Source: an optimization exercise on an open RTL-to-GDS flow (aim: small area, a short achievable clock period and few clock cycles per item). Production flows keep margins and buffers that such runs may drop.
Where RTL was checked, it was by simulation tests only, not by an equivalence proof against the original.

== the previous run ==
==> module rgb_to_hsv_pixel_top, before the edit <==
module rgb_to_hsv_pixel_top (
  input  logic        clk,
  input  logic        rst,
  input  logic        pix_valid,
  output logic        pix_ready,
  input  logic [15:0] pix_red,
  input  logic [15:0] pix_green,
  input  logic [15:0] pix_blue,
  output logic        hsv_valid,
  input  logic        hsv_ready,
  output logic [18:0] hsv_hue,
  output logic [16:0] hsv_saturation,
  output logic [15:0] hsv_brightness
);
  localparam int unsigned N = rhp_pkg::Steps;
  logic        en;
  logic        k_v, o_v, rdy;
  logic        v0;
  logic [15:0] r0, g0, b0;
  logic        ge_rg0, ge_gb0, ge_rb0;
  logic        ge_rg, ge_gb, ge_rb;
  rhp_ge u_ge_rg (.a(pix_red),   .b(pix_green), .ge(ge_rg));
  rhp_ge u_ge_gb (.a(pix_green), .b(pix_blue),  .ge(ge_gb));
  rhp_ge u_ge_rb (.a(pix_red),   .b(pix_blue),  .ge(ge_rb));
  always_ff @(posedge clk) begin
    if (rst) v0 <= 1'b0;
    else if (en) v0 <= pix_valid;
  end
  always_ff @(posedge clk) begin
    if (en) begin
      r0 <= pix_red;
      g0 <= pix_green;
      b0 <= pix_blue;
      ge_rg0 <= ge_rg;
      ge_gb0 <= ge_gb;
      ge_rb0 <= ge_rb;
    end
  end
  logic [15:0] f_vmax, f_gap, f_mag;
  logic [1:0]  f_sect;
  logic        f_neg;
  rhp_front u_front (
    .r(r0), .g(g0), .b(b0), .ge_rg(ge_rg0), .ge_gb(ge_gb0), .ge_rb(ge_rb0),
    .vmax(f_vmax), .gap(f_gap), .mag(f_mag), .sect(f_sect), .neg(f_neg)
  );
  logic        v1;
  logic [15:0] hrem1, srem1, gap1, vmax1;
  logic [1:0]  sect1;
  logic        neg1;
  always_ff @(posedge clk) begin
    if (rst) v1 <= 1'b0;
    else if (en) v1 <= v0;
  end
  always_ff @(posedge clk) begin
    hrem1 <= (f_mag & {16{en}}) | (hrem1 & {16{!en}});
    srem1 <= (f_gap & {16{en}}) | (srem1 & {16{!en}});
    gap1  <= (f_gap & {16{en}}) | (gap1 & {16{!en}});
  end
  always_ff @(posedge clk) begin
    if (en) begin
      vmax1 <= f_vmax;
      sect1 <= f_sect;
      neg1  <= f_neg;
    end
  end
  logic [N:0]       c_v;
  logic [15:0]      c_hrem [0:N];
  logic [15:0]      c_srem [0:N];
  logic [15:0]      c_gap  [0:N];
  logic [15:0]      c_vmax [0:N];
  logic [1:0]       c_sect [0:N];
  logic [N:0]       c_neg;
  function automatic integer QO(input integer i);
    QO = (i == 0) ? 0 : i * (i - 1) + 1;
  endfunction
  logic [N*(N+1):0] c_hq;
  logic [N*(N+1):0] c_sq;
  assign c_v[0]    = v1;
  assign c_hrem[0] = hrem1;
  assign c_srem[0] = srem1;
  assign c_gap[0]  = gap1;
  assign c_vmax[0] = vmax1;
  assign c_sect[0] = sect1;
  assign c_neg[0]  = neg1;
  assign c_hq[0] = 1'b0;
  assign c_sq[0] = 1'b0;
  for (genvar i = 0; i < N; i++) begin : g_cell
    rhp_cell #(.QW(2*i)) u_cell (
      .clk(clk), .rst(rst), .en(en),
      .in_v(c_v[i]), .in_hrem(c_hrem[i]), .in_srem(c_srem[i]), .in_gap(c_gap[i]),
      .in_vmax(c_vmax[i]), .in_sect(c_sect[i]), .in_neg(c_neg[i]),
      .in_hq(c_hq[QO(i) +: ((i == 0) ? 1 : 2*i)]), .in_sq(c_sq[QO(i) +: ((i == 0) ? 1 : 2*i)]),
      .out_v(c_v[i+1]), .out_hrem(c_hrem[i+1]), .out_srem(c_srem[i+1]),
      .out_gap(c_gap[i+1]), .out_vmax(c_vmax[i+1]), .out_sect(c_sect[i+1]),
      .out_neg(c_neg[i+1]),
      .out_hq(c_hq[QO(i+1) +: 2*i+2]), .out_sq(c_sq[QO(i+1) +: 2*i+2])
    );
  end
  logic [18:0] b_hue;
  logic [16:0] b_sat;
  rhp_back u_back (
    .hrem(c_hrem[N]), .srem(c_srem[N]), .gap(c_gap[N]), .vmax(c_vmax[N]),
    .sect(c_sect[N]), .neg(c_neg[N]), .hq(c_hq[QO(N) +: 2*N]), .sq(c_sq[QO(N) +: 2*N]),
    .hue(b_hue), .sat(b_sat)
  );
  logic [18:0] k_hue;
  logic [16:0] k_sat;
  logic [15:0] k_bright;
  logic        push, pop;
  assign en   = !k_v;
  assign push = en && c_v[N];
  assign pop  = o_v && hsv_ready;
  always_ff @(posedge clk) begin
    if (rst) begin
      o_v <= 1'b0;
      k_v <= 1'b0;
      rdy <= 1'b1;
    end else begin
      if (k_v) begin
        o_v <= 1'b1;
        k_v <= !pop;
        rdy <= pop;
      end else begin
        o_v <= push || (o_v && !pop);
        k_v <= push && o_v && !pop;
        rdy <= !(push && o_v && !pop);
      end
    end
  end
  logic        take_k, take_p, keep_o;
  logic [51:0] o_word, o_next;
  assign take_k = k_v && pop;
  assign take_p = !k_v && push && (!o_v || pop);
  assign keep_o = !take_k && !take_p;
  assign o_word = {hsv_hue, hsv_saturation, hsv_brightness};
  assign o_next = ({k_hue, k_sat, k_bright} & {52{take_k}})
                | ({b_hue, b_sat, c_vmax[N]} & {52{take_p}})
                | (o_word & {52{keep_o}});
  always_ff @(posedge clk) begin
    {hsv_hue, hsv_saturation, hsv_brightness} <= o_next;
  end
  always_ff @(posedge clk) begin
    if (!k_v && push && o_v && !pop) begin
      k_hue    <= b_hue;
      k_sat    <= b_sat;
      k_bright <= c_vmax[N];
    end
  end
  assign hsv_valid = o_v;
  assign pix_ready = rdy;
endmodule
Settings: LEC_CHECK=0, CAP_MARGIN=20, CORE_MARGIN=2, CORE_UTILIZATION=60, CTS_CLUSTER_DIAMETER=70, CTS_CLUSTER_SIZE=25, SLEW_MARGIN=20; clock period 12.0 ns.
standard.sh (not shown) runs the stock make flow with config.mk's settings and CLKGATE_MAP_FILE= SYNTH_SCRIPT=/design/flow/synth_recipe.tcl, a recipe that flattens the netlist after the stock synthesis.
==> flow/flow/run.sh <==
#!/bin/bash
# Standard synthesis and layout; the layout's timing repair aims for extra setup slack.
set -euo pipefail
bash standard.sh synth > synth.log 2>&1
bash standard.sh SETUP_SLACK_MARGIN=8.4 finish > layout.log 2>&1
Inputs modified between the previous run and the current run:
diff --git a/flow/design.v b/flow/design.v
--- a/flow/design.v
+++ b/flow/design.v
@@ -243,16 +243,14 @@
   always_ff @(posedge clk) begin
     if (rst) v1 <= 1'b0;
     else if (en) v1 <= v0;
   end
   always_ff @(posedge clk) begin
-    hrem1 <= (f_mag & {16{en}}) | (hrem1 & {16{!en}});
-    srem1 <= (f_gap & {16{en}}) | (srem1 & {16{!en}});
-    gap1  <= (f_gap & {16{en}}) | (gap1 & {16{!en}});
-  end
-  always_ff @(posedge clk) begin
     if (en) begin
+      hrem1 <= f_mag;
+      srem1 <= f_gap;
+      gap1  <= f_gap;
       vmax1 <= f_vmax;
       sect1 <= f_sect;
       neg1  <= f_neg;
     end
   end
==> comparison <==
- Run comparison: the current run critical path start-end classification reg2out; the previous run critical path start-end classification in2reg
- Sequential-to-total area share from yosys stat across the current run and the previous run: no real change.
- Going from the previous run to the current run, design area closely matched the old numbers; worst clock skew shows a reduction of 0.0040 ns; initial antenna violation count fell by 3; worst setup slack -0.029 ns.
- On combined area of all synthesized cells, the current run and the previous run are neck and neck.
Testbench counts of the current run, summed over its fixed seeds: cycles 12,088, items 12,000.
For the previous run, only the layout was checked, not whether the RTL still works.

[what the ideal ports hide]
The results above use ideal ports. As a check the final layouts listed here were re-extracted and re-timed, cells and wires unchanged.
Step 1, drivers: a clkbuf_16 drives clk and a buf_2 each remaining input, both assumed.
Step 2 also shifts input and output timing later by t, the mid clock arrival at the registers, as if the neighbouring blocks saw the same clock.
Slacks: ideal / step 1 / step 2; pairs: ideal / step 1.
| run | shift t [ns] | setup slack, ns | clock arrival spread, ns | pins driven straight from the clock port |
|---|---|---|---|---|
| the previous run | 0.757 | 8.433 / 8.367 / 7.724 | 0.044 / 0.044 | 1 |
| the current run | 0.774 | 8.404 / 8.318 / 7.729 | 0.040 / 0.041 | 1 |
After both steps setup and hold are still met in every run listed. For the previous run, which loses most, drivers alone change the setup slack by -0.066 ns; drivers and shift together by -0.709 ns.
